Source: an optimization exercise on an open RTL-to-GDS flow (aim: small area, a short achievable clock period and few clock cycles per item). Production flows keep margins and buffers that such runs may drop. Only simulation tests tie the RTL to the original design; equivalence was not proved.

==> flow/design.v (outline; a module is shown in full before it is edited, if it fits) <==
// module qrs_disc: 799 lines
// module qrs_sqrt: 112 lines
// module qrs_div: 149 lines
// module quadratic_root_solver: 238 lines
module quadratic_root_solver (
  input  logic        clk,
  input  logic        rst,
  input  logic        s_tvalid,
  output logic        s_tready,
  input  logic [47:0] s_tdata,
  output logic        m_tvalid,
  input  logic        m_tready,
  output logic [63:0] m_tdata,
  output logic [1:0]  m_tuser
);
  // ...
==> flow/run.sh <==
#!/bin/bash
# synth_recipe.tcl (not shown) runs the flow's synth.tcl, then flattens the netlist and writes it again
# the make line also repeats each setting of config.mk as NAME=value (left out here)
make -C /OpenROAD-flow-scripts/flow DESIGN_CONFIG=/design/flow/config.mk WORK_HOME=/design/flow/orfs CLKGATE_MAP_FILE= SYNTH_SCRIPT=/design/flow/synth_recipe.tcl finish
==> flow/config.mk <==
export PLATFORM = sky130hd
export DESIGN_NAME = quadratic_root_solver
export DESIGN_NICKNAME = quadratic_root_solver
export VERILOG_FILES = /design/flow/design.v
export SDC_FILE = /design/flow/constraint.sdc
export NUM_CORES = 4
export LEC_CHECK = 0
export CAP_MARGIN = 20
export CORE_MARGIN = 2
export CORE_UTILIZATION = 40
export SETUP_SLACK_MARGIN = 5
export SLEW_MARGIN = 20
==> flow/constraint.sdc <==
create_clock -name core_clock -period 9.0 [get_ports {clk}]
set_input_delay 1.8000 -clock core_clock [delete_from_list [all_inputs] [get_ports {clk}]]
set_output_delay 1.8000 -clock core_clock [all_outputs]
set_load 0.01 [all_outputs]
==> impl_metrics.py, run 1 <==
metrics = {
    "final_layout": {
        "largest_cell_class": "multi-input combinational cells",
        "seq_cells": 3928,
        "num-multi-input-gates": 14757,
        "buffer_area_share_pct": 4.11,
        "multi_input_area_sq_um": 121000,
        "multi_input_area_share_pct": 50.4,
        "mostFrequentLayoutCell": "dfxtp_1",
    },
    "worst_setup_path": {
        "max_stage_delay_ps": 360,
        "rrSetupSlack_ps": 3790,
        "critPathTopFamily": "simple AND/OR/NAND/NOR gates",
        "critical_path.endpoint": "u_div.g_st[2].g_q.rm_q[6]$_DFF_P_",
    },
    "worst_hold_path": {
        "worstHoldEndpoint": "u_div.g_st[15].g_q.xm_q[5]$_DFF_P_",
    },
    "clocking": {
        "cts_resized": 1054,
        "htreeDepth": 5,
        "clock_latency_ps": 1000,
    },
    "synthesis": {
        "synthesis.area_sq_um": 202000,
        "postSynthAreaPerCell_sq_um": 9.67,
        "syn_inst": 20841,
        "yosysSeqAreaShare_pct": 39.3,
    },
    "place": {
        "post_dp_cell_area_sq_um": 212000,
        "post-place-ws_ps": 2660,
        "placed_cells": 27363,
    },
    "route": {
        "topRoutingLayerUsed": "met5",
        "wirelength_um": 542000,
        "drt_iter0_drc": 10367,
    },
    "global_routing": {
        "grt_overflow": 0,
        "met2_usage_pct": 32.7,
    },
    "sta": {
        "setup_viol": 0,
        "max_freq_mhz": 192,
        "final_hold_viol_count": 0,
    },
    "outcome": {
        "outcome": "no timing/DRC/antenna violations",
    },
}
Testbench counts, summed over its fixed seeds: cycles 3,456, items 3,200.
==> module quadratic_root_solver, before the edit <==
module quadratic_root_solver (
  input  logic        clk,
  input  logic        rst,
  input  logic        s_tvalid,
  output logic        s_tready,
  input  logic [47:0] s_tdata,
  output logic        m_tvalid,
  input  logic        m_tready,
  output logic [63:0] m_tdata,
  output logic [1:0]  m_tuser
);
  localparam logic [16:0] SQ_CUT = 17'b1_1111_1111_1111_0101;
  localparam logic [15:0] DV_CUT = 16'b1111_1111_1111_0100;
  localparam int SQB = 52;   
  localparam int DVB = 40;   
  logic        dv_vld;
  logic [39:0] dv_sb;
  logic [15:0] dv_den;
  logic        wrap;     
  logic        sk_v;     
  logic        dl;       
  logic        rc;       
  logic        mke;
  logic [15:0] ae, be, ce;
  assign mke = dv_sb[39];
  assign be  = dv_sb[31:16];
  assign ce  = dv_sb[15:0];
  assign ae  = dv_sb[32] ? 16'(-dv_den) : dv_den;
  assign dl       = dv_vld && (!wrap || mke) && !sk_v;
  assign rc       = dv_vld && !dl;
  assign s_tready = !wrap && !(dv_vld && sk_v);
  logic               v0, mk0;
  logic signed [15:0] a0, b0, c0;
  always_ff @(posedge clk) begin
    if (rst) begin
      v0 <= 1'b0;
    end else begin
      v0 <= rc || (s_tvalid && s_tready);
    end
  end
  always_ff @(posedge clk) begin
    mk0 <= rc && (!wrap || mke);
    if (rc) begin
      a0 <= ae;
      b0 <= be;
      c0 <= ce;
    end else begin
      a0 <= s_tdata[15:0];
      b0 <= s_tdata[31:16];
      c0 <= s_tdata[47:32];
    end
  end
  logic [33:0] ds0, dc0;
  qrs_disc u_disc (
    .a  (a0),
    .b  (b0),
    .c  (c0),
    .ds (ds0),
    .dc (dc0)
  );
  logic               v1, mk1;
  logic [33:0]        ds1, dc1;
  logic [15:0]        am1;
  logic               as1, az1;
  logic signed [15:0] b1, c1;
  always_ff @(posedge clk) begin
    if (rst) begin
      v1 <= 1'b0;
    end else begin
      v1 <= v0;
    end
  end
  always_ff @(posedge clk) begin
    mk1 <= mk0;
    ds1 <= ds0;
    dc1 <= dc0;
    am1 <= a0[15] ? 16'(-a0) : 16'(a0);
    as1 <= a0[15];
    az1 <= (a0 == '0);
    b1  <= b0;
    c1  <= c0;
  end
  logic signed [33:0] d1;
  qrs_pkg::kind_t     kind1;
  assign d1 = ds1 + dc1;
  always_comb begin
    if (az1) begin
      kind1 = qrs_pkg::KIND_AZERO;
    end else if (d1[33]) begin
      kind1 = qrs_pkg::KIND_NONE;
    end else if (d1 == '0) begin
      kind1 = qrs_pkg::KIND_DOUBLE;
    end else begin
      kind1 = qrs_pkg::KIND_TWO;
    end
  end
  logic           sq_vld;
  logic [32:0]    sq;
  logic [SQB-1:0] sq_sb;
  qrs_sqrt #(
    .SBW (SQB),
    .CUT (SQ_CUT)
  ) u_sqrt (
    .clk      (clk),
    .rst      (rst),
    .in_vld   (v1),
    .in_rad   (d1),
    .in_sb    ({mk1, kind1, as1, am1, b1, c1}),
    .out_vld  (sq_vld),
    .out_root (sq),
    .out_sb   (sq_sb)
  );
  logic               mk2, as2;
  qrs_pkg::kind_t     kind2;
  logic [15:0]        am2;
  logic signed [15:0] b2, c2;
  logic signed [35:0] bs2, ss2, as2x;
  logic signed [35:0] tpp2, tpn2, tmp2, tmn2;
  logic               npn2, nmn2;
  logic [33:0]        xp2, xm2;
  assign mk2   = sq_sb[51];
  assign kind2 = sq_sb[50:49];
  assign as2   = sq_sb[48];
  assign am2   = sq_sb[47:32];
  assign b2    = sq_sb[31:16];
  assign c2    = sq_sb[15:0];
  assign bs2   = 36'(b2) <<< 16;
  assign ss2   = $signed({3'b000, sq});
  assign as2x  = $signed({20'd0, am2});
  assign tpp2 = ss2 - bs2 + as2x;
  assign tpn2 = bs2 - ss2 + as2x;
  assign tmp2 = as2x - ss2 - bs2;
  assign tmn2 = ss2 + bs2 + as2x;
  assign npn2 = ss2 < bs2;
  assign nmn2 = ss2 > -bs2;
  assign xp2  = npn2 ? tpn2[34:1] : tpp2[34:1];
  assign xm2  = nmn2 ? tmn2[34:1] : tmp2[34:1];
  logic ovp2, ovm2, ngp2, ngm2;
  assign ovp2 = 16'(xp2[32:31]) >= am2;
  assign ovm2 = 16'(xm2[32:31]) >= am2;
  assign ngp2 = npn2 != as2;
  assign ngm2 = nmn2 != as2;
  logic           v3;
  logic [15:0]    den3;
  logic [17:0]    den33;
  logic [32:0]    xp3, xm3;
  logic [DVB-1:0] sb3;
  always_ff @(posedge clk) begin
    if (rst) begin
      v3 <= 1'b0;
    end else begin
      v3 <= sq_vld;
    end
  end
  always_ff @(posedge clk) begin
    den3  <= am2;
    den33 <= 18'(am2) + 18'({am2, 1'b0});
    xp3  <= xp2[32:0];
    xm3  <= xm2[32:0];
    sb3  <= {mk2, kind2, ovp2, ngp2, ovm2, ngm2, as2, b2, c2};
  end
  logic [30:0] qp, qm;
  qrs_div #(
    .SBW (DVB),
    .CUT (DV_CUT)
  ) u_div (
    .clk     (clk),
    .rst     (rst),
    .in_vld  (v3),
    .in_den  (den3),
    .in_den3 (den33),
    .in_rp   (xp3[32:31]),
    .in_xp   (xp3[30:0]),
    .in_rm   (xm3[32:31]),
    .in_xm   (xm3[30:0]),
    .in_sb   (sb3),
    .out_vld (dv_vld),
    .out_qp  (qp),
    .out_qm  (qm),
    .out_den (dv_den),
    .out_sb  (dv_sb)
  );
  qrs_pkg::kind_t kind4;
  logic [31:0]    rp4, rm4;
  assign kind4 = dv_sb[38:37];
  always_comb begin
    if (dv_sb[36]) begin
      rp4 = dv_sb[35] ? 32'h8000_0000 : 32'h7FFF_FFFF;
    end else begin
      rp4 = dv_sb[35] ? 32'(-{1'b0, qp}) : {1'b0, qp};
    end
    if (dv_sb[34]) begin
      rm4 = dv_sb[33] ? 32'h8000_0000 : 32'h7FFF_FFFF;
    end else begin
      rm4 = dv_sb[33] ? 32'(-{1'b0, qm}) : {1'b0, qm};
    end
    if (kind4[1]) begin
      rp4 = '0;
      rm4 = '0;
    end
  end
  always_ff @(posedge clk) begin
    if (rst) begin
      wrap <= 1'b0;
    end else if (rc) begin
      wrap <= 1'b1;
    end else if (dl) begin
      wrap <= 1'b0;
    end
  end
  logic        pop;
  logic [65:0] sk_d;
  assign pop = m_tvalid && m_tready;
  always_ff @(posedge clk) begin
    if (rst) begin
      m_tvalid <= 1'b0;
      sk_v     <= 1'b0;
    end else if (sk_v) begin
      if (pop) begin
        sk_v <= 1'b0;
      end
    end else if (m_tvalid && !pop) begin
      sk_v <= dl;
    end else begin
      m_tvalid <= dl;
    end
  end
  always_ff @(posedge clk) begin
    if (!sk_v) begin
      sk_d <= {kind4, rm4, rp4};
    end
  end
  always_ff @(posedge clk) begin
    if (!m_tvalid || pop) begin
      {m_tuser, m_tdata} <= sk_v ? sk_d : {kind4, rm4, rp4};
    end
  end
endmodule
==> run 2: changes to the inputs <==
--- a/flow/design.v
+++ b/flow/design.v
@@ -6,20 +6,22 @@
   localparam kind_t KIND_AZERO  = 2'd3;   
   localparam int ROOT_W    = 32;
   localparam int ROOT_FRAC = 16;
 endpackage
 module qrs_disc (
   input  logic [15:0] a,
   input  logic [15:0] b,
   input  logic [15:0] c,
-  output logic [33:0] ds,
-  output logic [33:0] dc
+  output logic [33:0] d0,
+  output logic [33:0] d1,
+  output logic [33:0] d2,
+  output logic [33:0] d3
 );
-  logic t1, t2, t3, t4, t5, t6, t7, t8, t9, t10, t11, t12, t13, t14, t15, t16, t17, t18, t19, t20, t21, t22, t23, t24, t25, t26, t27, t28, t29, t30, t31, t32, t33, t34, t35, t36, t37, t38, t39, t40, t41, t42, t43, t44, t45, t46, t47, t48, t49, t50, t51, t52, t53, t54, t55, t56, t57, t58, t59, t60, t61, t62, t63, t64, t65, t66, t67, t68, t69, t70, t71, t72, t73, t74, t75, t76, t77, t78, t79, t80, t81, t82, t83, t84, t85, t86, t87, t88, t89, t90, t91, t92, t93, t94, t95, t96, t97, t98, t99, t100, t101, t102, t103, t104, t105, t106, t107, t108, t109, t110, t111, t112, t113, t114, t115, t116, t117, t118, t119, t120, t121, t122, t123, t124, t125, t126, t127, t128, t129, t130, t131, t132, t133, t134, t135, t136, t137, t138, t139, t140, t141, t142, t143, t144, t145, t146, t147, t148, t149, t150, t151, t152, t153, t154, t155, t156, t157, t158, t159, t160, t161, t162, t163, t164, t165, t166, t167, t168, t169, t170, t171, t172, t173, t174, t175, t176, t177, t178, t179, t180, t181, t182, t183, t184, t185, t186, t187, t188, t189, t190, t191, t192, t193, t194, t195, t196, t197, t198, t199, t200, t201, t202, t203, t204, t205, t206, t207, t208, t209, t210, t211, t212, t213, t214, t215, t216, t217, t218, t219, t220, t221, t222, t223, t224, t225, t226, t227, t228, t229, t230, t231, t232, t233, t234, t235, t236, t237, t238, t239, t240, t241, t242, t243, t244, t245, t246, t247, t248, t249, t250, t251, t252, t253, t254, t255, t256, t257, t258, t259, t260, t261, t262, t263, t264, t265, t266, t267, t268, t269, t270, t271, t272, t273, t274, t275, t276, t277, t278, t279, t280, t281, t282, t283, t284, t285, t286, t287, t288, t289, t290, t291, t292, t293, t294, t295, t296, t297, t298, t299, t300, t301, t302, t303, t304, t305, t306, t307, t308, t309, t310, t311, t312, t313, t314, t315, t316, t317, t318, t319, t320, t321, t322, t323, t324, t325, t326, t327, t328, t329, t330, t331, t332, t333, t334, t335, t336, t337, t338, t339, t340, t341, t342, t343, t344, t345, t346, t347, t348, t349, t350, t351, t352, t353, t354, t355, t356, t357, t358, t359, t360, t361, t362, t363, t364, t365, t366, t367, t368, t369, t370, t371, t372, t373, t374, t375, t376, t377, t378, t379, t380, t381, t382, t383, t384, t385, t386, t387, t388, t389, t390, t391, t392, t393, t394, t395, t396, t397, t398, t399, t400, t401, t402, t403, t404, t405, t406, t407, t408, t409, t410, t411, t412, t413, t414, t415, t416, t417, t418, t419, t420, t421, t422, t423, t424, t425, t426, t427, t428, t429, t430, t431, t432, t433, t434, t435, t436, t437, t438, t439, t440, t441, t442, t443, t444, t445, t446, t447, t448, t449, t450, t451, t452, t453, t454, t455, t456, t457, t458, t459, t460, t461, t462, t463, t464, t465, t466, t467, t468, t469, t470, t471, t472, t473, t474, t475, t476, t477, t478, t479, t480, t481, t482, t483, t484, t485, t486, t487, t488, t489, t490, t491, t492, t493, t494, t495, t496, t497, t498, t499, t500, t501, t502, t503, t504, t505, t506, t507, t508, t509, t510, t511, t512, t513, t514, t515, t516, t517, t518, t519, t520, t521, t522, t523, t524, t525, t526, t527, t528, t529, t530, t531, t532, t533, t534, t535, t536, t537, t538, t539, t540, t541, t542, t543, t544, t545, t546, t547, t548, t549, t550, t551, t552, t553, t554, t555, t556, t557, t558, t559, t560, t561, t562, t563, t564, t565, t566, t567, t568, t569, t570, t571, t572, t573, t574, t575, t576, t577, t578, t579, t580, t581, t582, t583, t584, t585, t586, t587, t588, t589, t590, t591, t592, t593, t594, t595, t596, t597, t598, t599, t600, t601, t602, t603, t604, t605, t606, t607, t608, t609, t610, t611, t612, t613, t614, t615, t616, t617, t618, t619, t620, t621, t622, t623, t624, t625, t626, t627, t628, t629, t630, t631, t632, t633, t634, t635, t636, t637, t638, t639, t640, t641, t642, t643, t644, t645, t646, t647, t648, t649, t650, t651, t652, t653, t654, t655, t656, t657, t658, t659, t660, t661, t662, t663, t664, t665, t666, t667, t668, t669, t670, t671, t672, t673, t674, t675, t676, t677, t678, t679, t680, t681, t682, t683, t684, t685, t686, t687, t688, t689, t690, t691, t692, t693, t694, t695, t696, t697, t698, t699, t700, t701, t702, t703, t704, t705, t706, t707, t708, t709, t710, t711, t712, t713, t714, t715, t716, t717, t718, t719, t720, t721, t722;
+  logic t1, t2, t3, t4, t5, t6, t7, t8, t9, t10, t11, t12, t13, t14, t15, t16, t17, t18, t19, t20, t21, t22, t23, t24, t25, t26, t27, t28, t29, t30, t31, t32, t33, t34, t35, t36, t37, t38, t39, t40, t41, t42, t43, t44, t45, t46, t47, t48, t49, t50, t51, t52, t53, t54, t55, t56, t57, t58, t59, t60, t61, t62, t63, t64, t65, t66, t67, t68, t69, t70, t71, t72, t73, t74, t75, t76, t77, t78, t79, t80, t81, t82, t83, t84, t85, t86, t87, t88, t89, t90, t91, t92, t93, t94, t95, t96, t97, t98, t99, t100, t101, t102, t103, t104, t105, t106, t107, t108, t109, t110, t111, t112, t113, t114, t115, t116, t117, t118, t119, t120, t121, t122, t123, t124, t125, t126, t127, t128, t129, t130, t131, t132, t133, t134, t135, t136, t137, t138, t139, t140, t141, t142, t143, t144, t145, t146, t147, t148, t149, t150, t151, t152, t153, t154, t155, t156, t157, t158, t159, t160, t161, t162, t163, t164, t165, t166, t167, t168, t169, t170, t171, t172, t173, t174, t175, t176, t177, t178, t179, t180, t181, t182, t183, t184, t185, t186, t187, t188, t189, t190, t191, t192, t193, t194, t195, t196, t197, t198, t199, t200, t201, t202, t203, t204, t205, t206, t207, t208, t209, t210, t211, t212, t213, t214, t215, t216, t217, t218, t219, t220, t221, t222, t223, t224, t225, t226, t227, t228, t229, t230, t231, t232, t233, t234, t235, t236, t237, t238, t239, t240, t241, t242, t243, t244, t245, t246, t247, t248, t249, t250, t251, t252, t253, t254, t255, t256, t257, t258, t259, t260, t261, t262, t263, t264, t265, t266, t267, t268, t269, t270, t271, t272, t273, t274, t275, t276, t277, t278, t279, t280, t281, t282, t283, t284, t285, t286, t287, t288, t289, t290, t291, t292, t293, t294, t295, t296, t297, t298, t299, t300, t301, t302, t303, t304, t305, t306, t307, t308, t309, t310, t311, t312, t313, t314, t315, t316, t317, t318, t319, t320, t321, t322, t323, t324, t325, t326, t327, t328, t329, t330, t331, t332, t333, t334, t335, t336, t337, t338, t339, t340, t341, t342, t343, t344, t345, t346, t347, t348, t349, t350, t351, t352, t353, t354, t355, t356, t357, t358, t359, t360, t361, t362, t363, t364, t365, t366, t367, t368, t369, t370, t371, t372, t373, t374, t375, t376, t377, t378, t379, t380, t381, t382, t383, t384, t385, t386, t387, t388, t389, t390, t391, t392, t393, t394, t395, t396, t397, t398, t399, t400, t401, t402, t403, t404, t405, t406, t407, t408, t409, t410, t411, t412, t413, t414, t415, t416, t417, t418, t419, t420, t421, t422, t423, t424, t425, t426, t427, t428, t429, t430, t431, t432, t433, t434, t435, t436, t437, t438, t439, t440, t441, t442, t443, t444, t445, t446, t447, t448, t449, t450, t451, t452, t453, t454, t455, t456, t457, t458, t459, t460, t461, t462, t463, t464, t465, t466, t467, t468, t469, t470, t471, t472, t473, t474, t475, t476, t477, t478, t479, t480, t481, t482, t483, t484, t485, t486, t487, t488, t489, t490, t491, t492, t493, t494, t495, t496, t497, t498, t499, t500, t501, t502, t503, t504, t505, t506, t507, t508, t509, t510, t511, t512, t513, t514, t515, t516, t517, t518, t519, t520, t521, t522, t523, t524, t525, t526, t527, t528, t529, t530, t531, t532, t533, t534, t535, t536, t537, t538, t539, t540, t541, t542, t543, t544, t545, t546, t547, t548, t549, t550, t551, t552, t553, t554, t555, t556, t557, t558, t559, t560, t561, t562, t563, t564, t565, t566, t567, t568, t569, t570, t571, t572, t573, t574, t575, t576, t577, t578, t579, t580, t581, t582, t583, t584, t585, t586, t587, t588, t589, t590, t591, t592, t593, t594, t595, t596, t597, t598;
   assign t1 = (b[0] & b[13]) ^ (b[1] & b[12]) ^ (b[2] & b[11]);
   assign t2 = ((b[0] & b[13]) & (b[1] & b[12])) | ((b[0] & b[13]) & (b[2] & b[11])) | ((b[1] & b[12]) & (b[2] & b[11]));
   assign t3 = (b[3] & b[10]) ^ (b[4] & b[9]);
   assign t4 = (b[3] & b[10]) & (b[4] & b[9]);
   assign t5 = (b[0] & b[14]) ^ (b[1] & b[13]) ^ (b[2] & b[12]);
   assign t6 = ((b[0] & b[14]) & (b[1] & b[13])) | ((b[0] & b[14]) & (b[2] & b[12])) | ((b[1] & b[13]) & (b[2] & b[12]));
   assign t7 = (b[3] & b[11]) ^ (b[4] & b[10]) ^ (b[5] & b[9]);
   assign t8 = ((b[3] & b[11]) & (b[4] & b[10])) | ((b[3] & b[11]) & (b[5] & b[9])) | ((b[4] & b[10]) & (b[5] & b[9]));
@@ -608,208 +610,152 @@
   assign t591 = t484 ^ t486 ^ t488;
   assign t592 = (t484 & t486) | (t484 & t488) | (t486 & t488);
   assign t593 = ~(b[14] & b[15]) ^ b[15] ^ (a[13] & c[15]);
   assign t594 = (~(b[14] & b[15]) & b[15]) | (~(b[14] & b[15]) & (a[13] & c[15])) | (b[15] & (a[13] & c[15]));
   assign t595 = ~(a[14] & c[14]) ^ (a[15] & c[13]) ^ t490;
   assign t596 = (~(a[14] & c[14]) & (a[15] & c[13])) | (~(a[14] & c[14]) & t490) | ((a[15] & c[13]) & t490);
   assign t597 = (a[14] & c[15]) ^ (a[15] & c[14]);
   assign t598 = (a[14] & c[15]) & (a[15] & c[14]);
-  assign t599 = (b[0] & b[1]) ^ b[1];
-  assign t600 = (b[0] & b[1]) & b[1];
-  assign t601 = (b[0] & b[2]) ^ ~(a[0] & c[1]) ^ ~(a[1] & c[0]);
-  assign t602 = ((b[0] & b[2]) & ~(a[0] & c[1])) | ((b[0] & b[2]) & ~(a[1] & c[0])) | (~(a[0] & c[1]) & ~(a[1] & c[0]));
-  assign t603 = ~(a[2] & c[0]) ^ 1'b1 ^ t349;
-  assign t604 = (~(a[2] & c[0]) & 1'b1) | (~(a[2] & c[0]) & t349) | (1'b1 & t349);
-  assign t605 = t350 ^ t493 ^ t492;
-  assign t606 = (t350 & t493) | (t350 & t492) | (t493 & t492);
-  assign t607 = t494 ^ t497 ^ t499;
-  assign t608 = (t494 & t497) | (t494 & t499) | (t497 & t499);
-  assign t609 = t501 ^ t498 ^ t500;
-  assign t610 = (t501 & t498) | (t501 & t500) | (t498 & t500);
-  assign t611 = t505 ^ t502 ^ t507;
-  assign t612 = (t505 & t502) | (t505 & t507) | (t502 & t507);
-  assign t613 = t506 ^ t509 ^ t511;
-  assign t614 = (t506 & t509) | (t506 & t511) | (t509 & t511);
-  assign t615 = t513 ^ t510 ^ t512;
-  assign t616 = (t513 & t510) | (t513 & t512) | (t510 & t512);
-  assign t617 = t517 ^ t514 ^ t519;
-  assign t618 = (t517 & t514) | (t517 & t519) | (t514 & t519);
-  assign t619 = t521 ^ t518 ^ t523;
-  assign t620 = (t521 & t518) | (t521 & t523) | (t518 & t523);
-  assign t621 = t522 ^ t525 ^ t527;
-  assign t622 = (t522 & t525) | (t522 & t527) | (t525 & t527);
-  assign t623 = t529 ^ t531 ^ t526;
-  assign t624 = (t529 & t531) | (t529 & t526) | (t531 & t526);
-  assign t625 = t533 ^ t530 ^ t532;
-  assign t626 = (t533 & t530) | (t533 & t532) | (t530 & t532);
-  assign t627 = t537 ^ t534 ^ t539;
-  assign t628 = (t537 & t534) | (t537 & t539) | (t534 & t539);
-  assign t629 = t541 ^ t538 ^ t543;
-  assign t630 = (t541 & t538) | (t541 & t543) | (t538 & t543);
-  assign t631 = t545 ^ t542 ^ t547;
-  assign t632 = (t545 & t542) | (t545 & t547) | (t542 & t547);
-  assign t633 = t546 ^ t549 ^ t551;
-  assign t634 = (t546 & t549) | (t546 & t551) | (t549 & t551);
-  assign t635 = t553 ^ t555 ^ t550;
-  assign t636 = (t553 & t555) | (t553 & t550) | (t555 & t550);
-  assign t637 = t557 ^ t559 ^ t554;
-  assign t638 = (t557 & t559) | (t557 & t554) | (t559 & t554);
-  assign t639 = t561 ^ t558 ^ t563;
-  assign t640 = (t561 & t558) | (t561 & t563) | (t558 & t563);
-  assign t641 = t565 ^ t562 ^ t567;
-  assign t642 = (t565 & t562) | (t565 & t567) | (t562 & t567);
-  assign t643 = t569 ^ t571 ^ t566;
-  assign t644 = (t569 & t571) | (t569 & t566) | (t571 & t566);
-  assign t645 = t573 ^ t575 ^ t570;
-  assign t646 = (t573 & t575) | (t573 & t570) | (t575 & t570);
-  assign t647 = t577 ^ t574 ^ t579;
-  assign t648 = (t577 & t574) | (t577 & t579) | (t574 & t579);
-  assign t649 = t581 ^ t578 ^ t583;
-  assign t650 = (t581 & t578) | (t581 & t583) | (t578 & t583);
-  assign t651 = t585 ^ t587 ^ t582;
-  assign t652 = (t585 & t587) | (t585 & t582) | (t587 & t582);
-  assign t653 = t589 ^ t586 ^ t591;
-  assign t654 = (t589 & t586) | (t589 & t591) | (t586 & t591);
-  assign t655 = t593 ^ t595 ^ t590;
-  assign t656 = (t593 & t595) | (t593 & t590) | (t595 & t590);
-  assign t657 = 1'b1 ^ t597 ^ t594;
-  assign t658 = (1'b1 & t597) | (1'b1 & t594) | (t597 & t594);
-  assign t659 = ~(a[15] & c[15]) ^ 1'b1;
-  assign t660 = ~(a[15] & c[15]) & 1'b1;
-  assign t661 = ~(a[0] & c[0]) ^ 1'b1;
-  assign t662 = ~(a[0] & c[0]) & 1'b1;
-  assign t663 = 1'b1 ^ t601 ^ t600;
-  assign t664 = (1'b1 & t601) | (1'b1 & t600) | (t601 & t600);
-  assign t665 = t491 ^ t602 ^ t603;
-  assign t666 = (t491 & t602) | (t491 & t603) | (t602 & t603);
-  assign t667 = t495 ^ t605 ^ t604;
-  assign t668 = (t495 & t605) | (t495 & t604) | (t605 & t604);
-  assign t669 = t496 ^ t606 ^ t607;
-  assign t670 = (t496 & t606) | (t496 & t607) | (t606 & t607);
-  assign t671 = t503 ^ t609 ^ t608;
-  assign t672 = (t503 & t609) | (t503 & t608) | (t609 & t608);
-  assign t673 = t504 ^ t610 ^ t611;
-  assign t674 = (t504 & t610) | (t504 & t611) | (t610 & t611);
-  assign t675 = t508 ^ t613 ^ t612;
-  assign t676 = (t508 & t613) | (t508 & t612) | (t613 & t612);
-  assign t677 = t515 ^ t615 ^ t614;
-  assign t678 = (t515 & t615) | (t515 & t614) | (t615 & t614);
-  assign t679 = t516 ^ t616 ^ t617;
-  assign t680 = (t516 & t616) | (t516 & t617) | (t616 & t617);
-  assign t681 = t520 ^ t619 ^ t618;
-  assign t682 = (t520 & t619) | (t520 & t618) | (t619 & t618);
-  assign t683 = t524 ^ t621 ^ t620;
-  assign t684 = (t524 & t621) | (t524 & t620) | (t621 & t620);
-  assign t685 = t528 ^ t623 ^ t622;
-  assign t686 = (t528 & t623) | (t528 & t622) | (t623 & t622);
-  assign t687 = t535 ^ t625 ^ t624;
-  assign t688 = (t535 & t625) | (t535 & t624) | (t625 & t624);
-  assign t689 = t536 ^ t626 ^ t627;
-  assign t690 = (t536 & t626) | (t536 & t627) | (t626 & t627);
-  assign t691 = t540 ^ t629 ^ t628;
-  assign t692 = (t540 & t629) | (t540 & t628) | (t629 & t628);
-  assign t693 = t544 ^ t631 ^ t630;
-  assign t694 = (t544 & t631) | (t544 & t630) | (t631 & t630);
-  assign t695 = t548 ^ t633 ^ t632;
-  assign t696 = (t548 & t633) | (t548 & t632) | (t633 & t632);
-  assign t697 = t552 ^ t635 ^ t634;
-  assign t698 = (t552 & t635) | (t552 & t634) | (t635 & t634);
-  assign t699 = t556 ^ t637 ^ t636;
-  assign t700 = (t556 & t637) | (t556 & t636) | (t637 & t636);
-  assign t701 = t560 ^ t639 ^ t638;
-  assign t702 = (t560 & t639) | (t560 & t638) | (t639 & t638);
-  assign t703 = t564 ^ t641 ^ t640;
-  assign t704 = (t564 & t641) | (t564 & t640) | (t641 & t640);
-  assign t705 = t568 ^ t643 ^ t642;
-  assign t706 = (t568 & t643) | (t568 & t642) | (t643 & t642);
-  assign t707 = t572 ^ t645 ^ t644;
-  assign t708 = (t572 & t645) | (t572 & t644) | (t645 & t644);
-  assign t709 = t576 ^ t647 ^ t646;
-  assign t710 = (t576 & t647) | (t576 & t646) | (t647 & t646);
-  assign t711 = t580 ^ t649 ^ t648;
-  assign t712 = (t580 & t649) | (t580 & t648) | (t649 & t648);
-  assign t713 = t584 ^ t651 ^ t650;
-  assign t714 = (t584 & t651) | (t584 & t650) | (t651 & t650);
-  assign t715 = t588 ^ t653 ^ t652;
-  assign t716 = (t588 & t653) | (t588 & t652) | (t653 & t652);
-  assign t717 = t592 ^ t655 ^ t654;
-  assign t718 = (t592 & t655) | (t592 & t654) | (t655 & t654);
-  assign t719 = t596 ^ t657 ^ t656;
-  assign t720 = (t596 & t657) | (t596 & t656) | (t657 & t656);
-  assign t721 = t598 ^ t659 ^ t658;
-  assign t722 = (t598 & t659) | (t598 & t658) | (t659 & t658);
-  assign ds[0] = b[0];
-  assign dc[0] = 1'b0;
-  assign ds[1] = 1'b0;
-  assign dc[1] = 1'b0;
-  assign ds[2] = t599;
-  assign dc[2] = t661;
-  assign ds[3] = t663;
-  assign dc[3] = t662;
-  assign ds[4] = t665;
-  assign dc[4] = t664;
-  assign ds[5] = t667;
-  assign dc[5] = t666;
-  assign ds[6] = t669;
-  assign dc[6] = t668;
-  assign ds[7] = t671;
-  assign dc[7] = t670;
-  assign ds[8] = t673;
-  assign dc[8] = t672;
-  assign ds[9] = t675;
-  assign dc[9] = t674;
-  assign ds[10] = t677;
-  assign dc[10] = t676;
-  assign ds[11] = t679;
-  assign dc[11] = t678;
-  assign ds[12] = t681;
-  assign dc[12] = t680;
-  assign ds[13] = t683;
-  assign dc[13] = t682;
-  assign ds[14] = t685;
-  assign dc[14] = t684;
-  assign ds[15] = t687;
-  assign dc[15] = t686;
-  assign ds[16] = t689;
-  assign dc[16] = t688;
-  assign ds[17] = t691;
-  assign dc[17] = t690;
-  assign ds[18] = t693;
-  assign dc[18] = t692;
-  assign ds[19] = t695;
-  assign dc[19] = t694;
-  assign ds[20] = t697;
-  assign dc[20] = t696;
-  assign ds[21] = t699;
-  assign dc[21] = t698;
-  assign ds[22] = t701;
-  assign dc[22] = t700;
-  assign ds[23] = t703;
-  assign dc[23] = t702;
-  assign ds[24] = t705;
-  assign dc[24] = t704;
-  assign ds[25] = t707;
-  assign dc[25] = t706;
-  assign ds[26] = t709;
-  assign dc[26] = t708;
-  assign ds[27] = t711;
-  assign dc[27] = t710;
-  assign ds[28] = t713;
-  assign dc[28] = t712;
-  assign ds[29] = t715;
-  assign dc[29] = t714;
-  assign ds[30] = t717;
-  assign dc[30] = t716;
-  assign ds[31] = t719;
-  assign dc[31] = t718;
-  assign ds[32] = t721;
-  assign dc[32] = t720;
-  assign ds[33] = t660;
-  assign dc[33] = t722;
+  assign d0[0] = b[0];
+  assign d1[0] = 1'b0;
+  assign d2[0] = 1'b0;
+  assign d3[0] = 1'b0;
+  assign d0[1] = 1'b0;
+  assign d1[1] = 1'b0;
+  assign d2[1] = 1'b0;
+  assign d3[1] = 1'b0;
+  assign d0[2] = (b[0] & b[1]);
+  assign d1[2] = b[1];
+  assign d2[2] = ~(a[0] & c[0]);
+  assign d3[2] = 1'b1;
+  assign d0[3] = (b[0] & b[2]);
+  assign d1[3] = ~(a[0] & c[1]);
+  assign d2[3] = ~(a[1] & c[0]);
+  assign d3[3] = 1'b1;
+  assign d0[4] = ~(a[2] & c[0]);
+  assign d1[4] = 1'b1;
+  assign d2[4] = t349;
+  assign d3[4] = t491;
+  assign d0[5] = t350;
+  assign d1[5] = t493;
+  assign d2[5] = t495;
+  assign d3[5] = t492;
+  assign d0[6] = t497;
+  assign d1[6] = t499;
+  assign d2[6] = t494;
+  assign d3[6] = t496;
+  assign d0[7] = t501;
+  assign d1[7] = t503;
+  assign d2[7] = t498;
+  assign d3[7] = t500;
+  assign d0[8] = t505;
+  assign d1[8] = t507;
+  assign d2[8] = t502;
+  assign d3[8] = t504;
+  assign d0[9] = t509;
+  assign d1[9] = t511;
+  assign d2[9] = t506;
+  assign d3[9] = t508;
+  assign d0[10] = t513;
+  assign d1[10] = t515;
+  assign d2[10] = t510;
+  assign d3[10] = t512;
+  assign d0[11] = t517;
+  assign d1[11] = t519;
+  assign d2[11] = t514;
+  assign d3[11] = t516;
+  assign d0[12] = t521;
+  assign d1[12] = t523;
+  assign d2[12] = t518;
+  assign d3[12] = t520;
+  assign d0[13] = t525;
+  assign d1[13] = t527;
+  assign d2[13] = t522;
+  assign d3[13] = t524;
+  assign d0[14] = t529;
+  assign d1[14] = t531;
+  assign d2[14] = t526;
+  assign d3[14] = t528;
+  assign d0[15] = t533;
+  assign d1[15] = t535;
+  assign d2[15] = t530;
+  assign d3[15] = t532;
+  assign d0[16] = t537;
+  assign d1[16] = t539;
+  assign d2[16] = t534;
+  assign d3[16] = t536;
+  assign d0[17] = t541;
+  assign d1[17] = t543;
+  assign d2[17] = t538;
+  assign d3[17] = t540;
+  assign d0[18] = t545;
+  assign d1[18] = t547;
+  assign d2[18] = t542;
+  assign d3[18] = t544;
+  assign d0[19] = t549;
+  assign d1[19] = t551;
+  assign d2[19] = t546;
+  assign d3[19] = t548;
+  assign d0[20] = t553;
+  assign d1[20] = t555;
+  assign d2[20] = t550;
+  assign d3[20] = t552;
+  assign d0[21] = t557;
+  assign d1[21] = t559;
+  assign d2[21] = t554;
+  assign d3[21] = t556;
+  assign d0[22] = t561;
+  assign d1[22] = t563;
+  assign d2[22] = t558;
+  assign d3[22] = t560;
+  assign d0[23] = t565;
+  assign d1[23] = t567;
+  assign d2[23] = t562;
+  assign d3[23] = t564;
+  assign d0[24] = t569;
+  assign d1[24] = t571;
+  assign d2[24] = t566;
+  assign d3[24] = t568;
+  assign d0[25] = t573;
+  assign d1[25] = t575;
+  assign d2[25] = t570;
+  assign d3[25] = t572;
+  assign d0[26] = t577;
+  assign d1[26] = t579;
+  assign d2[26] = t574;
+  assign d3[26] = t576;
+  assign d0[27] = t581;
+  assign d1[27] = t583;
+  assign d2[27] = t578;
+  assign d3[27] = t580;
+  assign d0[28] = t585;
+  assign d1[28] = t587;
+  assign d2[28] = t582;
+  assign d3[28] = t584;
+  assign d0[29] = t589;
+  assign d1[29] = t591;
+  assign d2[29] = t586;
+  assign d3[29] = t588;
+  assign d0[30] = t593;
+  assign d1[30] = t595;
+  assign d2[30] = t590;
+  assign d3[30] = t592;
+  assign d0[31] = 1'b1;
+  assign d1[31] = t597;
+  assign d2[31] = t594;
+  assign d3[31] = t596;
+  assign d0[32] = ~(a[15] & c[15]);
+  assign d1[32] = 1'b1;
+  assign d2[32] = t598;
+  assign d3[32] = 1'b0;
+  assign d0[33] = 1'b0;
+  assign d1[33] = 1'b0;
+  assign d2[33] = 1'b0;
+  assign d3[33] = 1'b0;
 endmodule
 module qrs_sqrt #(
   parameter int          SBW = 36,
   parameter logic [16:0] CUT = 17'h1_0000
 ) (
   input  logic            clk,
   input  logic            rst,
   input  logic            in_vld,
@@ -1073,18 +1019,18 @@
   input  logic        s_tvalid,
   output logic        s_tready,
   input  logic [47:0] s_tdata,
   output logic        m_tvalid,
   input  logic        m_tready,
   output logic [63:0] m_tdata,
   output logic [1:0]  m_tuser
 );
-  localparam logic [16:0] SQ_CUT = 17'b1_1111_1111_1111_0101;
-  localparam logic [15:0] DV_CUT = 16'b1111_1111_1111_0100;
+  localparam logic [16:0] SQ_CUT = 17'b1_1111_1111_1111_1110;
+  localparam logic [15:0] DV_CUT = 16'b1111_1111_1111_1110;
   localparam int SQB = 52;   
   localparam int DVB = 40;   
   logic        dv_vld;
   logic [39:0] dv_sb;
   logic [15:0] dv_den;
   logic        wrap;     
   logic        sk_v;     
   logic        dl;       
@@ -1114,72 +1060,94 @@
       b0 <= be;
       c0 <= ce;
     end else begin
       a0 <= s_tdata[15:0];
       b0 <= s_tdata[31:16];
       c0 <= s_tdata[47:32];
     end
   end
-  logic [33:0] ds0, dc0;
+  logic [33:0] dr00, dr01, dr02, dr03;
   qrs_disc u_disc (
     .a  (a0),
     .b  (b0),
     .c  (c0),
-    .ds (ds0),
-    .dc (dc0)
+    .d0 (dr00),
+    .d1 (dr01),
+    .d2 (dr02),
+    .d3 (dr03)
   );
   logic               v1, mk1;
-  logic [33:0]        ds1, dc1;
+  logic [33:0]        dr10, dr11, dr12, dr13;
   logic [15:0]        am1;
   logic               as1, az1;
   logic signed [15:0] b1, c1;
   always_ff @(posedge clk) begin
     if (rst) begin
       v1 <= 1'b0;
     end else begin
       v1 <= v0;
     end
   end
   always_ff @(posedge clk) begin
     mk1 <= mk0;
-    ds1 <= ds0;
-    dc1 <= dc0;
+    dr10 <= dr00;
+    dr11 <= dr01;
+    dr12 <= dr02;
+    dr13 <= dr03;
     am1 <= a0[15] ? 16'(-a0) : 16'(a0);
     as1 <= a0[15];
     az1 <= (a0 == '0);
     b1  <= b0;
     c1  <= c0;
   end
-  logic signed [33:0] d1;
-  qrs_pkg::kind_t     kind1;
-  assign d1 = ds1 + dc1;
+  logic               v2, mk2r, as2r, az2;
+  logic [33:0]        dd2;
+  logic [15:0]        am2r;
+  logic signed [15:0] b2r, c2r;
+  always_ff @(posedge clk) begin
+    if (rst) begin
+      v2 <= 1'b0;
+    end else begin
+      v2 <= v1;
+    end
+  end
+  always_ff @(posedge clk) begin
+    dd2  <= dr10 + dr11 + dr12 + dr13;
+    mk2r <= mk1;
+    as2r <= as1;
+    az2  <= az1;
+    am2r <= am1;
+    b2r  <= b1;
+    c2r  <= c1;
+  end
+  qrs_pkg::kind_t kind1;
   always_comb begin
-    if (az1) begin
+    if (az2) begin
       kind1 = qrs_pkg::KIND_AZERO;
-    end else if (d1[33]) begin
+    end else if (dd2[33]) begin
       kind1 = qrs_pkg::KIND_NONE;
-    end else if (d1 == '0) begin
+    end else if (dd2 == '0) begin
       kind1 = qrs_pkg::KIND_DOUBLE;
     end else begin
       kind1 = qrs_pkg::KIND_TWO;
     end
   end
   logic           sq_vld;
   logic [32:0]    sq;
   logic [SQB-1:0] sq_sb;
   qrs_sqrt #(
     .SBW (SQB),
     .CUT (SQ_CUT)
   ) u_sqrt (
     .clk      (clk),
     .rst      (rst),
-    .in_vld   (v1),
-    .in_rad   (d1),
-    .in_sb    ({mk1, kind1, as1, am1, b1, c1}),
+    .in_vld   (v2),
+    .in_rad   (dd2),
+    .in_sb    ({mk2r, kind1, as2r, am2r, b2r, c2r}),
     .out_vld  (sq_vld),
     .out_root (sq),
     .out_sb   (sq_sb)
   );
   logic               mk2, as2;
   qrs_pkg::kind_t     kind2;
   logic [15:0]        am2;
   logic signed [15:0] b2, c2;
@@ -1199,55 +1167,56 @@
   assign tpp2 = ss2 - bs2 + as2x;
   assign tpn2 = bs2 - ss2 + as2x;
   assign tmp2 = as2x - ss2 - bs2;
   assign tmn2 = ss2 + bs2 + as2x;
   assign npn2 = ss2 < bs2;
   assign nmn2 = ss2 > -bs2;
   assign xp2  = npn2 ? tpn2[34:1] : tpp2[34:1];
   assign xm2  = nmn2 ? tmn2[34:1] : tmp2[34:1];
-  logic ovp2, ovm2, ngp2, ngm2;
-  assign ovp2 = 16'(xp2[32:31]) >= am2;
-  assign ovm2 = 16'(xm2[32:31]) >= am2;
+  logic ngp2, ngm2;
   assign ngp2 = npn2 != as2;
   assign ngm2 = nmn2 != as2;
   logic           v3;
   logic [15:0]    den3;
   logic [17:0]    den33;
   logic [32:0]    xp3, xm3;
-  logic [DVB-1:0] sb3;
+  logic [DVB-3:0] sb3;
+  logic ovp3, ovm3;
+  assign ovp3 = 16'(xp3[32:31]) >= den3;
+  assign ovm3 = 16'(xm3[32:31]) >= den3;
   always_ff @(posedge clk) begin
     if (rst) begin
       v3 <= 1'b0;
     end else begin
       v3 <= sq_vld;
     end
   end
   always_ff @(posedge clk) begin
     den3  <= am2;
     den33 <= 18'(am2) + 18'({am2, 1'b0});
     xp3  <= xp2[32:0];
     xm3  <= xm2[32:0];
-    sb3  <= {mk2, kind2, ovp2, ngp2, ovm2, ngm2, as2, b2, c2};
+    sb3  <= {mk2, kind2, ngp2, ngm2, as2, b2, c2};
   end
   logic [30:0] qp, qm;
   qrs_div #(
     .SBW (DVB),
     .CUT (DV_CUT)
   ) u_div (
     .clk     (clk),
     .rst     (rst),
     .in_vld  (v3),
     .in_den  (den3),
     .in_den3 (den33),
     .in_rp   (xp3[32:31]),
     .in_xp   (xp3[30:0]),
     .in_rm   (xm3[32:31]),
     .in_xm   (xm3[30:0]),
-    .in_sb   (sb3),
+    .in_sb   ({sb3[37:35], ovp3, sb3[34], ovm3, sb3[33:0]}),
     .out_vld (dv_vld),
     .out_qp  (qp),
     .out_qm  (qm),
     .out_den (dv_den),
     .out_sb  (dv_sb)
   );
   qrs_pkg::kind_t kind4;
   logic [31:0]    rp4, rm4;
==> impl_metrics.py, run 2 <==
metrics = {
    "final_layout": {
        "largest_reg_flops": 831,
        "final_cells": 29391,
        "nNetsFinal": 24984,
        "final_cell_mix": "dfxtp_1, ha_1, inv_1",
        "final_cell_area_sq_um": 244000,
        "fillCellCount": 49948,
        "regMostFlops": "u_sqrt.g_st.g_q.sb_q",
        "top_regs": "u_sqrt.g_st.g_q.sb_q: 831 flops, u_div.g_st.g_q.sb_q: 600 flops",
        "areaGrowthSynthToFinish_pct": 14.0,
        "drive_gt1_share_pct": 8.37,
        "mostFrequentLayoutCell": "dfxtp_1",
    },
    "worst_hold_path": {
        "hp-start": "u_sqrt.g_st[3].g_q.sb_q[10]$_DFF_P_",
        "hp-class": "reg2reg",
    },
    "clocking": {
        "clock_latency_ps": 1050,
        "cts_num_sinks": 4449,
        "clk_pin_slew_ps": 70,
        "cts_tree": "done",
        "cts_made_buffers": 447,
        "htreeDepth": 5,
        "clock_path_buffers": 4,
        "cts_root_buf": "clkbuf_16",
    },
    "sta": {
        "setup_ws_ps": 4960,
        "max_freq_mhz": 248,
        "skew_ps": 88.9,
        "slew_headroom_pct": 3.38,
        "finalWorstPathRequiredPeriod_ps": 4040,
        "final-max-slew-violation-count": 0,
        "setup_viol": 0,
        "tightest_slew_ps": 1430,
        "post-route-period-util_pct": 44.9,
        "final_hold_viol_count": 0,
        "final.setup.tns_ps": 0,
        "whs_ps": 268,
        "rsz0062_at_grt": "yes",
    },
    "synthesis": {
        "synthDominantCellAreaShare_pct": 40.9,
        "yosysTopAreaCell": "dfxtp_1",
        "synthesis.area_sq_um": 214000,
        "synth_cell_types": 110,
        "synthFlopType": "dfxtp_1",
        "synth_most_common_cell": "dfxtp_1",
        "synth_top_family_by_area": "adder cells",
        "synth-compound-area-share_pct": 15.2,
        "ys_ff_latch": 4449,
        "synth_edf_count": 66,
        "synth_mux_area_share_pct": 2.39,
        "synth_warnings": 3,
        "synthAdderAreaFrac_pct": 19.8,
        "synthSimpleGateAreaFrac_pct": 10.7,
        "synthTopCellsByArea": "dfxtp_1, ha_1, fa_1",
        "syn_inst": 21477,
        "yosysSeqAreaShare_pct": 41.9,
        "synth_xor_xnor_area_share_pct": 6.13,
        "yosys-top-cells-count": "dfxtp_1, ha_1, inv_1",
        "async_flop_share_pct": 0,
        "postSynthAreaPerCell_sq_um": 9.98,
    },
    "worst_setup_path": {
        "cp-end-kind": "flop",
        "r2r_cells": 12,
        "worstPathArrival_ps": 4880,
        "crit_start": "u_div.g_st[14].g_q.den_q[1]$_DFF_P_",
        "rrSetupSlack_ps": 4960,
        "critical_path.endpoint": "u_div.g_st[15].g_q.xp_q[0]$_DFF_P_",
        "worstPathRequired_ps": 9840,
        "timing.rr.start": "u_div.g_st[14].g_q.den_q[1]$_DFF_P_",
        "start_kind": "flop",
        "crit_type": "reg2reg",
        "path_max_fanout": 13,
        "r2r_end": "u_div.g_st[15].g_q.xp_q[0]$_DFF_P_",
    },
    "flow_run": {
        "drv_cap": 0,
    },
    "route": {
        "drc_errors": 0,
        "wirelength_um": 551000,
        "vias": 150822,
        "first_pass_iters": 7,
        "viasPerCell": 5.13,
        "drt_iter0_drc": 9862,
        "wire_per_inst_um": 18.7,
        "ant_nets": 0,
    },
    "place": {
        "io_buffers": 119,
        "placed_cells": 28358,
        "routabilityCongestion": 0.909,
        "place_hpwl_um": 424000,
        "post-place-ws_ps": 3620,
        "post_dp_cell_area_sq_um": 224000,
    },
    "global_routing": {
        "grtUsageTotal_pct": 19.4,
        "grt_overflow": 0,
        "antenna_found_initial": 41,
        "grt_pass1_vias": 145851,
        "grt_max_degree": 67,
        "grt_pass1_wl_um": 841000,
    },
    "die": {
        "dieArea_sq_um": 542000,
        "core_sq_um": 533000,
        "die_h_um": 736,
        "dieWidth_um": 736,
        "rows": 268,
        "initial_core_util_pct": 40.2,
        "pin_count": 120,
    },
    "outcome": {
        "outcome": "no timing/DRC/antenna violations",
    },
}
## run 2: changes by cell type after synthesis, sizes merged, moves of 47 or more
cell    before   now
a21boi     217   116
a21o       496   552
buf         16    72
clkbuf     397   324
dfxtp     3862  4383
inv       1753  1800
mux2i      275   361
nand2     1376  1315
nor2      1297  1193
nor3       362   413
o211ai     224   143
o21a       201   262
o21ai     1365  1264
xor2       456   520
## run 2: cells by family (layout without fill, tap and decap cells)
kind of cell,Yosys count,in the layout
fa+ha+maj,2988,2988
flops,4449,4449
other cells,1,54
compound gates,5074,5078
xor+xnor,1499,1499
buf+inv,2202,3033
simple gates,4770,4776
mux,494,494
## run 2: final cells by class
| type | count | area (sq um) | area share (%) |
|---|---|---|---|
| inverters | 1806 | 6820 | 2.79 |
| clock inverters | 232 | 3030 | 1.24 |
| repair inverters | 1 | 6.26 | 0.00256 |
| clock buffers | 596 | 12700 | 5.19 |
| multi-input cells | 14841 | 119000 | 48.7 |
| flip-flops and latches | 4449 | 89900 | 36.8 |
| diodes | 48 | 120 | 0.0492 |
| repair buffers | 398 | 3930 | 1.61 |
| well taps | 7020 | 8780 | 3.60 |
## run 2: timing repair
item	4_1_cts	5_1_grt
gates resized for setup	302	433
buffers inserted	54	68
hold buffers	0	0
pin swaps	42	108
cloned	10	25
endpoints found under the setup margin	507	598
## run 2: critical path, stage by stage, from the launching register on
cell and delay [ps]:
dfxtp_1 370, inv_1 140, ha_1 320, a21o_1 160, a21o_1 180, a21o_1 180
a21o_1 180, a21o_1 180, a211oi_1 250, o21ai_0 180, a21oi_1 350, o21ai_2 380
o22ai_2 1010
## run 2: per-layer routing
layer  vias to the layer above  global-route usage [%]  share of wire (%)
met1                     71309                    26.8                 47
met4                         8                    6.03                3.5
met3                       837                    2.09                4.4
met2                      3060                    32.0                 45
met5                         -                       0             0.0087
li1                      75608                       -                  -
## run 2: stage by stage
step	utilization, %
global placement	42.0
finish	45.8
floorplan	-
global route	45.8
detailed placement	42.0
CTS	45.3
## run 2: how the worst min path moves through the flow
| stage | to | slack (ps) | cells after the start |
|---|---|---|---|
| after floorplan | am2r[0]$_DFF_P_ | 310 | 0 |
| after global placement | u_sqrt.g_st[8].g_q.sb_q[48]$_DFF_P_ | 310 | 0 |
| after detailed placement | u_div.g_st[2].g_q.sb_q[24]$_DFF_P_ | 310 | 0 |
| after CTS | u_sqrt.g_st[4].g_q.sb_q[10]$_DFF_P_ | 260 | 0 |
| after global routing | u_div.g_st[12].g_q.xp_q[7]$_DFF_P_ | 270 | 0 |
| final | u_sqrt.g_st[4].g_q.sb_q[10]$_DFF_P_ | 270 | 0 |
Testbench counts of run 2, summed over its fixed seeds: cycles 3,488, items 3,200.
==> run 3: changes to the inputs <==
--- a/flow/design.v
+++ b/flow/design.v
@@ -1026,3 +1026,3 @@
 );
-  localparam logic [16:0] SQ_CUT = 17'b1_1111_1111_1111_1110;
+  localparam logic [16:0] SQ_CUT = 17'b1_1111_1111_1111_1100;
   localparam logic [15:0] DV_CUT = 16'b1111_1111_1111_1110;
--- a/flow/config.mk
+++ b/flow/config.mk
@@ -9,3 +9,3 @@
 export CORE_MARGIN = 2
-export CORE_UTILIZATION = 40
+export CORE_UTILIZATION = 60
 export SETUP_SLACK_MARGIN = 5
==> impl_metrics.py, run 3 <==
metrics = {
    "outcome": {
        "outcome": "no timing/DRC/antenna violations",
    },
    "die": {
        "die_h_um": 598,
        "dieWidth_um": 598,
        "pin_count": 120,
        "core_sq_um": 352000,
        "dieArea_sq_um": 358000,
        "rows": 218,
        "initial_core_util_pct": 60.2,
    },
    "clocking": {
        "cts_tree": "done",
        "clock_path_buffers": 4,
        "cts_num_sinks": 4363,
        "clk_pin_slew_ps": 70,
        "htreeDepth": 5,
        "cts_made_buffers": 422,
        "hold_buffers": 0,
        "clock_latency_ps": 1010,
        "cts_root_buf": "clkbuf_16",
    },
    "route": {
        "wire_per_inst_um": 20.0,
        "drt_iter0_drc": 10229,
        "viasPerCell": 5.59,
        "ant_nets": 0,
        "drc_errors": 0,
        "first_pass_iters": 6,
        "vias": 152009,
        "wirelength_um": 543000,
    },
    "sta": {
        "finalWorstPathRequiredPeriod_ps": 4070,
        "post-route-period-util_pct": 45.2,
        "max_freq_mhz": 246,
        "rsz0062_at_grt": "yes",
        "setup_viol": 0,
        "final_hold_viol_count": 0,
        "tightest_slew_ps": 1070,
        "setup_ws_ps": 4930,
        "slew_headroom_pct": 28.3,
        "final-max-slew-violation-count": 0,
        "skew_ps": 102,
        "final.setup.tns_ps": 0,
    },
    "synthesis": {
        "ys_ff_latch": 4363,
        "postSynthAreaPerCell_sq_um": 9.86,
        "synth_warnings": 3,
        "synthTopCellsByArea": "dfxtp_1, ha_1, fa_1",
        "synth_most_common_cell": "dfxtp_1",
        "async_flop_share_pct": 0,
        "synthesis.area_sq_um": 212000,
        "synth_cell_types": 90,
        "synth_edf_count": 66,
        "yosys-top-cells-count": "dfxtp_1, ha_1, inv_1",
        "yosysSeqAreaShare_pct": 41.5,
        "synthDominantCellAreaShare_pct": 40.6,
        "yosysTopAreaCell": "dfxtp_1",
        "syn_inst": 21496,
        "synthFlopType": "dfxtp_1",
    },
    "flow_run": {
        "drv_cap": 0,
    },
    "worst_setup_path": {
        "critPathTopFamily": "compound AO/OA/AOI/OAI gates",
        "max_stage_delay_ps": 430,
        "crit_top_cell": "ha_4",
        "timing.rr.start": "u_sqrt.g_st[11].g_q.root_q[0]$_SDFF_PN1_",
        "crit_start": "u_sqrt.g_st[11].g_q.root_q[0]$_SDFF_PN1_",
        "path_cells": "inv_4 -> ha_4 -> ha_4 -> or2_4 -> ha_4 -> nor3b_1 -> o211ai_1 -> o211ai_1 -> a211oi_2 -> o21ai_2 -> a31o_4 -> o21ai_4 -> a21oi_4 -> buf_12 -> buf_6 -> or2_4 -> a211oi_2 -> a21oi_1",
        "crit_slowest_cell": "o211ai_1",
        "crit_buf_inv": 3,
        "path_max_fanout": 6,
        "worstPathArrival_ps": 4980,
        "crit_type": "reg2reg",
        "cp-end-kind": "flop",
        "start_kind": "flop",
        "worstPathRequired_ps": 9910,
    },
    "global_routing": {
        "grt_pass1_wl_um": 829000,
        "grt_max_degree": 63,
        "grt_pass1_vias": 145951,
        "grtUsageTotal_pct": 29.4,
        "grt_overflow": 0,
        "antenna_found_initial": 53,
    },
    "final_layout": {
        "largest_reg_flops": 779,
        "mostFrequentLayoutCell": "dfxtp_1",
        "top_regs": "u_sqrt.g_st.g_q.sb_q: 779 flops, u_div.g_st.g_q.sb_q: 600 flops",
        "final_cell_mix": "dfxtp_1, ha_1, inv_1",
        "nNetsFinal": 24997,
        "fillCellCount": 27860,
        "drive_gt1_share_pct": 8.00,
        "multi_input_area_sq_um": 119000,
        "regMostFlops": "u_sqrt.g_st.g_q.sb_q",
        "seq_area_sq_um": 88100,
        "final_cell_area_sq_um": 239000,
        "areaGrowthSynthToFinish_pct": 12.8,
    },
    "worst_hold_path": {
        "hp-start": "sb3[33]$_DFF_P_",
        "hp-class": "reg2reg",
    },
    "place": {
        "place_hpwl_um": 415000,
        "post-place-ws_ps": 3770,
        "io_buffers": 119,
        "routabilityCongestion": 0.926,
        "post_dp_cell_area_sq_um": 219000,
    },
}
[run 3: cell types whose count changed in the layout (fill, tap and decap cells not counted), sizes merged, moves of 64 or more]
| cell | change |
|---|---|
| mux2i | -136 |
| a21boi | +70 |
| nand2 | +146 |
| dfxtp | -86 |
| a21o | -119 |
| a21oi | -105 |
| o21ai | +110 |
| or3 | +67 |
| diode | +93 |
| o211ai | +100 |
| o22ai | +64 |
[run 3: kinds of logic after synthesis]
family	synth area share [%]
AOI/OAI and AO/OA	15.8
xor gates and xnor gates	5.99
adders and majority gates	20.0
buffers and inverters	3.90
DFF	41.5
muxes	1.62
other	0.00177
and+or+nand+nor	11.2
[run 3: final timing paths]
path | to | slack [ps] | cells past startpoint
hold / removal | u_div.g_st[1].g_q.sb_q[33]$_DFF_P_ | 260 | 0
setup reg to reg | u_sqrt.g_st[12].g_q.rem_q[21]$_DFF_P_ | 4930 | 18
setup / recovery | u_sqrt.g_st[12].g_q.rem_q[21]$_DFF_P_ | 4930 | 18
hold reg to reg | u_div.g_st[1].g_q.sb_q[33]$_DFF_P_ | 260 | 0
[run 3: stage by stage]
| step | hold slack [ps] | util, % | std cells |
|---|---|---|---|
| finish | 263 | 67.9 | 27181 |
| global route | 253 | 67.9 | 27169 |
| CTS | 260 | 67.1 | 26954 |
| detailed placement | 312 | 62.2 | 26094 |
| global placement | 310 | 62.2 | 26094 |
| floorplan | 310 | - | 21501 |
[run 3: routing by layer]
layer	global-route usage, %	share of wire [%]	routed length, um	vias to the layer above
met3	3.43	4.9	26600	964
met5	0	0.0059	32	-
met2	47.4	45	245000	3648
li1	-	-	-	75964
met4	13.7	5.1	27600	4
met1	39.7	45	244000	71429
[run 3: area by class of cell]
| type | instances | area share [%] |
|---|---|---|
| diodes | 141 | 0.148 |
| clock buffers | 559 | 4.97 |
| inverters | 1793 | 2.85 |
| repair buffers | 431 | 1.75 |
| repair inverters | 1 | 0.00209 |
| well taps | 4730 | 2.48 |
| flip-flops and latches | 4363 | 36.9 |
| multi-input cells | 14947 | 49.6 |
| clock inverters | 216 | 1.33 |
[run 3: worst reg2reg max path, stage by stage (launching register included)]
cell and delay (ps):
dfxtp_4 370, inv_4 40, ha_4 240, ha_4 150
or2_4 250, ha_4 280, nor3b_1 390, o211ai_1 190
o211ai_1 440, a211oi_2 160, o21ai_2 250, a31o_4 220
o21ai_4 60, a21oi_4 190, buf_12 140, buf_6 110
or2_4 230, a211oi_2 60, a21oi_1 220
[run 3: repair_timing]
item / in CTS / in global routing
endpoints found under the setup margin: 512 / 576
cloned: 20 / 3
pin swaps: 65 / 115
setup buffers: 65 / 83
resized for setup: 335 / 408
Testbench counts of run 3, summed over its fixed seeds: cycles 3,480, items 3,200.
==> run 4: changes to the inputs <==
--- a/flow/config.mk
+++ b/flow/config.mk
@@ -10,2 +10,3 @@
 export CORE_UTILIZATION = 60
+export CTS_BUF_LIST = sky130_fd_sc_hd__clkbuf_8
 export SETUP_SLACK_MARGIN = 5
==> impl_metrics.py, run 4 <==
metrics = {
    "outcome": {
        "outcome": "no timing/DRC/antenna violations",
    },
    "final_layout": {
        "areaGrowthSynthToFinish_pct": 12.8,
        "postLayoutCoreUtil_pct": 67.9,
        "nNetsFinal": 25254,
        "seq_area_sq_um": 88100,
        "regMostFlops": "u_sqrt.g_st.g_q.sb_q",
        "final_cell_mix": "dfxtp_1, ha_1, inv_1",
        "mostFrequentLayoutCell": "dfxtp_1",
        "top_regs": "u_sqrt.g_st.g_q.sb_q: 779 flops, u_div.g_st.g_q.sb_q: 600 flops",
        "largest_reg_flops": 779,
        "multi_input_area_sq_um": 119000,
        "drive_gt1_share_pct": 9.30,
        "fillCellCount": 28023,
    },
    "worst_setup_path": {
        "rrSetupSlack_ps": 5000,
        "timing.rr.start": "u_sqrt.g_st[11].g_q.root_q[1]$_SDFF_PN1_",
        "path_cells": "inv_4 -> buf_4 -> fa_1 -> a21oi_2 -> o211ai_1 -> nand2_1 -> a31oi_2 -> a41o_1 -> o41ai_2 -> o21a_2 -> o41ai_4 -> buf_4 -> or3_4 -> or2_4 -> a2bb2oi_1",
        "worstPathArrival_ps": 5090,
        "r2r_end": "u_sqrt.g_st[12].g_q.rem_q[4]$_DFF_P_",
        "max_stage_delay_ps": 450,
        "path_max_fanout": 3,
        "cp-end-kind": "flop",
        "worstPathRequired_ps": 10090,
        "r2r_cells": 15,
        "crit_top_cell": "buf_4",
        "start_kind": "flop",
        "crit_type": "reg2reg",
        "crit_slowest_cell": "fa_1",
    },
    "worst_hold_path": {
        "whs_path_depth": 0,
        "hp-class": "reg2reg",
        "hp-start": "u_div.g_st[13].g_q.sb_q[21]$_DFF_P_",
        "worstHoldEndpoint": "u_div.g_st[14].g_q.sb_q[21]$_DFF_P_",
    },
    "route": {
        "vias": 153383,
        "wire_per_inst_um": 19.7,
        "drc_errors": 0,
        "ant_nets": 0,
        "drt_iter0_drc": 9888,
        "wirelength_um": 544000,
        "first_pass_iters": 8,
        "viasPerCell": 5.56,
    },
    "place": {
        "io_buffers": 119,
        "routabilityCongestion": 0.926,
        "place_hpwl_um": 415000,
    },
    "synthesis": {
        "synth_cell_types": 90,
        "yosysSeqAreaShare_pct": 41.5,
        "synthDominantCellAreaShare_pct": 40.6,
        "yosys-top-cells-count": "dfxtp_1, ha_1, inv_1",
        "synthesis.area_sq_um": 212000,
        "syn_inst": 21496,
        "synth_edf_count": 66,
        "postSynthAreaPerCell_sq_um": 9.86,
        "async_flop_share_pct": 0,
        "ys_ff_latch": 4363,
        "yosysTopAreaCell": "dfxtp_1",
        "synthFlopType": "dfxtp_1",
        "synthTopCellsByArea": "dfxtp_1, ha_1, fa_1",
        "synth_most_common_cell": "dfxtp_1",
        "synth_warnings": 3,
    },
    "clocking": {
        "htreeDepth": 6,
        "cts_root_buf": "clkbuf_8",
        "clock_latency_ps": 1230,
        "cts_tree": "done",
        "cts_made_buffers": 673,
        "clock_path_buffers": 4,
        "cts_num_sinks": 4363,
        "clk_pin_slew_ps": 70,
    },
    "sta": {
        "post-route-period-util_pct": 44.4,
        "final.setup.tns_ps": 0,
        "finalWorstPathRequiredPeriod_ps": 4000,
        "max_freq_mhz": 250,
        "skew_ps": 80.5,
        "setup_viol": 0,
        "final-max-slew-violation-count": 0,
        "tightest_slew_ps": 1200,
        "rsz0062_at_grt": "yes",
        "final_hold_viol_count": 0,
        "slew_headroom_pct": 20.0,
    },
    "die": {
        "core_sq_um": 352000,
        "rows": 218,
        "initial_core_util_pct": 60.2,
        "dieWidth_um": 598,
        "die_h_um": 598,
        "dieArea_sq_um": 358000,
        "pin_count": 120,
    },
    "flow_run": {
        "drv_cap": 0,
    },
    "global_routing": {
        "grt_pass1_vias": 147685,
        "antenna_found_initial": 51,
        "grt_max_degree": 63,
        "grt_overflow": 0,
        "grt_pass1_wl_um": 828000,
        "grtUsageTotal_pct": 29.3,
    },
}
==> run 4: cell counts after synthesis <==
No cell type changed its count.
==> run 4: layout make-up <==
cell class                 instances  area share (%)
antenna                          139           0.146
inverter                        1793            2.84
multi-input combinational      14946            49.6
timing repair buffer             439            1.78
clock buffer                     836            4.81
tap                             4730            2.48
sequential                      4363            36.9
clock inverter                   360            1.45
==> run 4: cell families after synthesis <==
family | Yosys count | synth area share, %
other | 1 | 0.00177
xor gates and xnor gates | 1449 | 5.99
adders and majority gates | 2987 | 20.0
DFF | 4363 | 41.5
muxes | 329 | 1.62
AOI/OAI and AO/OA | 5219 | 15.8
and+or+nand+nor | 4948 | 11.2
buffers and inverters | 2200 | 3.90
==> run 4: what timing repair did <==
action                                  in CTS  in global routing
gates cloned                                13                 11
hold buffers                                 0                  0
setup buffers                               62                 91
endpoints found under the setup margin     557                570
gates resized for setup                    377                423
pin swaps                                   62                117
==> run 4: critical path, delay by kind of cell, from the launching register on <==
family / cells / cell delay, ps
simple gates: 3 / 900
fa+ha+maj: 1 / 450
buf+inv: 3 / 370
flops: 1 / 350
compound gates: 8 / 1800
==> run 4: metrics by stage <==
step / instance area [sq um] / hold slack (ps) / setup WS, ps / std cells
6_report: 239000 / 258 / 5000 / 27606
5_1_grt: 239000 / 256 / 4780 / 27597
4_1_cts: 236000 / 248 / 4960 / 27365
3_5_place_dp: 219000 / 312 / 3770 / 26094
3_3_place_gp: 219000 / 310 / 3800 / 26094
2_1_floorplan: 212000 / 310 / 4940 / 21501
==> run 4: per-layer routing <==
| metal | vias up | routed length [um] | global-route usage (%) |
|---|---|---|---|
| li1 | 76593 | - | - |
| met1 | 71911 | 244000 | 39.4 |
| met2 | 3869 | 245000 | 46.9 |
| met3 | 1002 | 26700 | 3.53 |
| met4 | 8 | 27900 | 14.5 |
| met5 | - | 46 | 0 |
==> run 4: worst max path at each step <==
stage                                                         from                              endpoint  slack (ps)  cells after the start
after global placement    u_sqrt.g_st[13].g_q.root_q[0]$_SDFF_PN1_  u_sqrt.g_st[14].g_q.rem_q[4]$_DFF_P_        3800                     16
after global routing                               dr10[3]$_DFF_P_                       dd2[19]$_DFF_P_        4780                     18
after detailed placement  u_sqrt.g_st[13].g_q.root_q[0]$_SDFF_PN1_  u_sqrt.g_st[14].g_q.rem_q[4]$_DFF_P_        3770                     16
after floorplan                                    dd2[33]$_DFF_P_   u_sqrt.g_st[2].g_q.rem_q[2]$_DFF_P_        4940                     23
after CTS                 u_sqrt.g_st[13].g_q.root_q[0]$_SDFF_PN1_  u_sqrt.g_st[14].g_q.rem_q[4]$_DFF_P_        4960                     17
final                     u_sqrt.g_st[11].g_q.root_q[1]$_SDFF_PN1_  u_sqrt.g_st[12].g_q.rem_q[4]$_DFF_P_        5000                     15

## afterwards: timing with drivers on the ports
No port has a modelled driver above. Below, the same layouts with a new extraction and two added sets of constraints.
Step 1 (the two cells are an assumption about what drives the block):
set clk [get_ports {clk}]
set_driving_cell -lib_cell sky130_fd_sc_hd__clkbuf_16 $clk
set_driving_cell -lib_cell sky130_fd_sc_hd__buf_2 [delete_from_list [all_inputs] $clk]
Step 2, shift: input delay + t, output delay - t, t = (earliest + latest rising clock arrival at the registers) / 2. This alone moves slack from input paths to output paths.
a / b / c = ideal / step 1 / step 2; a / b = the first two.
run	shift t [ns]	setup slack, ns	hold WS [ns]	worst register clock-pin slew, ns
run 1	1.084	3.789 / 3.789 / 3.789	0.275 / 0.275 / 0.275	0.07 / 0.07
run 2	1.134	4.963 / 4.963 / 4.963	0.268 / 0.268 / 0.268	0.08 / 0.08
run 3	1.091	4.930 / 4.930 / 4.930	0.263 / 0.263 / 0.263	0.08 / 0.08
run 4	1.315	5.003 / 5.003 / 5.003	0.258 / 0.258 / 0.258	0.08 / 0.08
After both steps setup and hold are still met in every run listed.
